From an optimization exercise on the open Yosys and OpenROAD flow, aimed at small area, a short achievable clock period and few clock cycles; shortcuts taken in it are not production practice.
In this exercise RTL edits were held to simulation tests only and were not proved equivalent to the original.

## aes_inv_key_sched
module aes_inv_key_sched (
    input  logic         clk,
    input  logic         rst_n,
    input  logic         clear,
    input  logic [127:0] key_in,
    input  logic         key_valid,
    output logic         key_ready,
    output logic [127:0] rk_out,
    output logic [3:0]   rk_round,
    output logic         rk_valid,
    input  logic         rk_ready,
    output logic         rk_last,
    output logic         busy
);
clock: 25.0 ns
lec_check: 0
cap_margin: 20
core_margin: 2
core_utilization: 40
cts_buf_list: sky130_fd_sc_hd__clkbuf_8
slew_margin: 20
standard.sh (not shown) runs the stock make flow with config.mk's settings and CLKGATE_MAP_FILE= SYNTH_SCRIPT=/design/flow/synth_recipe.tcl, a recipe that flattens the netlist after the stock synthesis.
==> flow/flow/run.sh <==
#!/bin/bash
# The standard layout (standard.sh), with these changes:
#  - synthesis maps logic with an area-oriented ABC script (flow/area.abc)
#    instead of ORFS's speed script; everything else in synthesis is as in
#    synth_recipe.tcl (same register mapping, flattening and renaming);
#  - the port buffers are buf_1 cells (repair_timing upsizes those on critical paths);
#  - before the placement-stage repair_design, a fanout limit of 16 is set
#    (flow/pre_resize.tcl) so that high-fanout nets get buffer trees;
#  - repair_timing works to a setup margin of MARGIN ns (the SDC and its
#    clock period are unchanged).
set -euo pipefail
D=$(pwd)
MARGIN=$(cat flow/margin.txt)
{ cat flow/my_abc.tcl; cat synth_recipe.tcl; } > my_synth.tcl
sed 's#/synth_recipe.tcl#/my_synth.tcl#' standard.sh > my_standard.sh
export MY_ABC_SCRIPT=$D/flow/area.abc
export BUFFER_PORTS_ARGS="-buffer_cell sky130_fd_sc_hd__buf_1"
export SETUP_SLACK_MARGIN=$MARGIN
export PRE_RESIZE_TCL=$D/flow/pre_resize.tcl
bash my_standard.sh > standard.log 2>&1
==> flow/flow/area.abc <==
strash
&get -n
&st
&dch -f
&nf -a -R 1000
&put
==> flow/flow/margin.txt <==
18.5
==> flow/flow/my_abc.tcl <==
proc abc {args} {
  set i [lsearch -exact $args -script]
  if {$i >= 0 && [info exists ::env(MY_ABC_SCRIPT)]} { lset args [expr {$i+1}] $::env(MY_ABC_SCRIPT) }
  set j [lsearch -exact $args -D]
  if {$j >= 0 && [info exists ::env(MY_ABC_NO_D)]} { set args [lreplace $args $j [expr {$j+1}]] }
  yosys abc {*}$args
}
==> flow/flow/pre_resize.tcl <==
set_max_fanout 16 [current_design]
The first run completed with no timing, DRC or antenna violations.
Testbench counts at the start, summed over its fixed seeds: cycles 7,040.
Next try:
--- a/flow/flow/run.sh
+++ b/flow/flow/run.sh
@@ -5,6 +5,4 @@
 #    synth_recipe.tcl (same register mapping, flattening and renaming);
 #  - the port buffers are buf_1 cells (repair_timing upsizes those on critical paths);
-#  - before the placement-stage repair_design, a fanout limit of 16 is set
-#    (flow/pre_resize.tcl) so that high-fanout nets get buffer trees;
 #  - repair_timing works to a setup margin of MARGIN ns (the SDC and its
 #    clock period are unchanged).
@@ -17,4 +15,3 @@
 export BUFFER_PORTS_ARGS="-buffer_cell sky130_fd_sc_hd__buf_1"
 export SETUP_SLACK_MARGIN=$MARGIN
-export PRE_RESIZE_TCL=$D/flow/pre_resize.tcl
 bash my_standard.sh > standard.log 2>&1
removed: flow/flow/pre_resize.tcl
The changed run completed without violations.
Synthesized area is unchanged.
Non-clock buffer count went down by 57.
Sequential cell count stays the same.
Next try:
--- a/flow/config.mk
+++ b/flow/config.mk
@@ -9,4 +9,3 @@
 export CORE_MARGIN = 2
 export CORE_UTILIZATION = 40
-export CTS_BUF_LIST = sky130_fd_sc_hd__clkbuf_8
 export SLEW_MARGIN = 20
Result:
- The changed run ran to the end with no violations
- wire length climbs by about 0.4%
- non-clock buffer count climbs by 3

Another version of the RTL of aes_inv_key_sched (not shown whole).
Size: ~1400 cells after synthesis, about 270 I/O pins, about 11000 sq um of cells after synthesis.
export LEC_CHECK = 0
export CAP_MARGIN = 20
export CORE_MARGIN = 2
export CORE_UTILIZATION = 40
export CTS_BUF_LIST = sky130_fd_sc_hd__clkbuf_8
export SLEW_MARGIN = 20
create_clock -name core_clock -period 25.0 [get_ports {clk}]
==> flow/flow/run.sh <==
#!/bin/bash
# The standard layout (standard.sh), with these changes:
#  - synthesis maps logic with an area-oriented ABC script (flow/area.abc)
#    instead of ORFS's speed script; everything else in synthesis is as in
#    synth_recipe.tcl (same register mapping, flattening and renaming);
#  - the port buffers are buf_1 cells (repair_timing upsizes those on critical paths);
#  - repair_timing does not clone gates;
#  - repair_timing works to a setup margin of MARGIN ns (the SDC and its
#    clock period are unchanged).
set -euo pipefail
D=$(pwd)
MARGIN=$(cat flow/margin.txt)
{ cat flow/my_abc.tcl; cat synth_recipe.tcl; } > my_synth.tcl
sed 's#/synth_recipe.tcl#/my_synth.tcl#' standard.sh > my_standard.sh
export MY_ABC_SCRIPT=$D/flow/area.abc
export BUFFER_PORTS_ARGS="-buffer_cell sky130_fd_sc_hd__buf_1"
export SETUP_SLACK_MARGIN=$MARGIN
export SKIP_GATE_CLONING=1
bash my_standard.sh > standard.log 2>&1
==> flow/flow/margin.txt <==
18.8
Scripts as last shown in full above: flow/flow/area.abc, flow/flow/my_abc.tcl
Testbench counts at the start, summed over its fixed seeds: cycles 7,040.
Rerun with:
--- a/flow/flow/run.sh
+++ b/flow/flow/run.sh
@@ -5,4 +5,3 @@
 #    synth_recipe.tcl (same register mapping, flattening and renaming);
-#  - the port buffers are buf_1 cells (repair_timing upsizes those on critical paths);
-#  - repair_timing does not clone gates;
+#  - the port buffers are buf_2 cells;
 #  - repair_timing works to a setup margin of MARGIN ns (the SDC and its
@@ -15,5 +14,4 @@
 export MY_ABC_SCRIPT=$D/flow/area.abc
-export BUFFER_PORTS_ARGS="-buffer_cell sky130_fd_sc_hd__buf_1"
+export BUFFER_PORTS_ARGS="-buffer_cell sky130_fd_sc_hd__buf_2"
 export SETUP_SLACK_MARGIN=$MARGIN
-export SKIP_GATE_CLONING=1
 bash my_standard.sh > standard.log 2>&1
==> flow/flow/margin.txt (replaced) <==
18.6
What happened:
- via count drops slightly
- non-clock buffer count drops by 29
- final area drops by a few percent
- synthesized cell count does not change
Rerun with:
--- a/flow/flow/run.sh
+++ b/flow/flow/run.sh
@@ -5,3 +5,3 @@
 #    synth_recipe.tcl (same register mapping, flattening and renaming);
-#  - the port buffers are buf_2 cells;
+#  - the port buffers are buf_1 cells (repair_timing upsizes those on critical paths);
 #  - repair_timing works to a setup margin of MARGIN ns (the SDC and its
@@ -14,3 +14,3 @@
 export MY_ABC_SCRIPT=$D/flow/area.abc
-export BUFFER_PORTS_ARGS="-buffer_cell sky130_fd_sc_hd__buf_2"
+export BUFFER_PORTS_ARGS="-buffer_cell sky130_fd_sc_hd__buf_1"
 export SETUP_SLACK_MARGIN=$MARGIN
==> flow/flow/margin.txt (replaced) <==
18.5
The changed run produced a clean layout.
Cell count hardly moves.
Sequential cell count does not change.
Rerun with:
--- a/flow/flow/run.sh
+++ b/flow/flow/run.sh
@@ -6,2 +6,3 @@
 #  - the port buffers are buf_1 cells (repair_timing upsizes those on critical paths);
+#  - repair_timing does not clone gates;
 #  - repair_timing works to a setup margin of MARGIN ns (the SDC and its
@@ -16,2 +17,3 @@
 export SETUP_SLACK_MARGIN=$MARGIN
+export SKIP_GATE_CLONING=1
 bash my_standard.sh > standard.log 2>&1
==> flow/flow/margin.txt (replaced) <==
18.8
Settings changed: TNS_END_PERCENT set to 0.
Utilization shrinks by 0.38 points.
Design area decreases slightly.
Setup slack is better by 0.072 ns.
Wire length decreases by a few percent.
Rerun with:
--- a/flow/flow/run.sh
+++ b/flow/flow/run.sh
@@ -6,3 +6,2 @@
 #  - the port buffers are buf_1 cells (repair_timing upsizes those on critical paths);
-#  - repair_timing does not clone gates;
 #  - repair_timing works to a setup margin of MARGIN ns (the SDC and its
@@ -17,3 +16,2 @@
 export SETUP_SLACK_MARGIN=$MARGIN
-export SKIP_GATE_CLONING=1
 bash my_standard.sh > standard.log 2>&1
==> flow/flow/margin.txt (replaced) <==
18.6
Settings changed: TNS_END_PERCENT 0 to unset.
Outcome: The changed run produced a clean layout; count of clock-buffer cells in the layout grows by 1; final cell count stays flat; worst setup slack got worse by 0.037 ns; die area is unchanged; register-to-register slack improved by 0.06 ns; synthesized cell count stays the same; via count shrinks by about 0.9%; global-route usage stays flat; design area grows by about 0.54%; sequential share of layout area shrinks by 0.12 points.

## separate check: timing with driven ports
Ports are ideal in the flow. The routed layouts listed here were re-timed in OpenROAD. Step 1, drivers: a clkbuf_16 drives clk and a buf_2 each remaining input, both assumed. Step 2, shift: input delay + t, output delay - t, t = (earliest + latest rising clock arrival at the registers) / 2. This alone moves slack from input paths to output paths. Three values: no drivers, after step 1, after step 2; two values: the first two.
| run | t (ns) | slack for setup (ns) | hold slack, ns |
|---|---|---|---|
| the first run of note 1 | 0.508 | 18.606 / 18.624 / 18.116 | 0.460 / 0.460 / 0.460 |
| the second run of note 1 | 0.504 | 18.765 / 18.788 / 18.284 | 0.461 / 0.461 / 0.461 |
| the third run of note 1 | 0.475 | 18.742 / 18.767 / 18.292 | 0.456 / 0.456 / 0.456 |
| the first run of note 2 | 0.505 | 18.715 / 18.716 / 18.211 | 0.513 / 0.513 / 0.513 |
| the second run of note 2 | 0.500 | 18.751 / 18.757 / 18.257 | 0.509 / 0.509 / 0.509 |
| the third run of note 2 | 0.506 | 18.673 / 18.694 / 18.189 | 0.515 / 0.515 / 0.515 |
| the fourth run of note 2 | 0.493 | 18.745 / 18.751 / 18.270 | 0.509 / 0.509 / 0.509 |
| the fifth run of note 2 | 0.495 | 18.708 / 18.725 / 18.230 | 0.524 / 0.524 / 0.524 |
After both steps setup and hold are still met in every run listed. The setup slack of the first run of note 2, which loses most, moves by +0.001 ns with the drivers and by -0.504 ns with both steps.
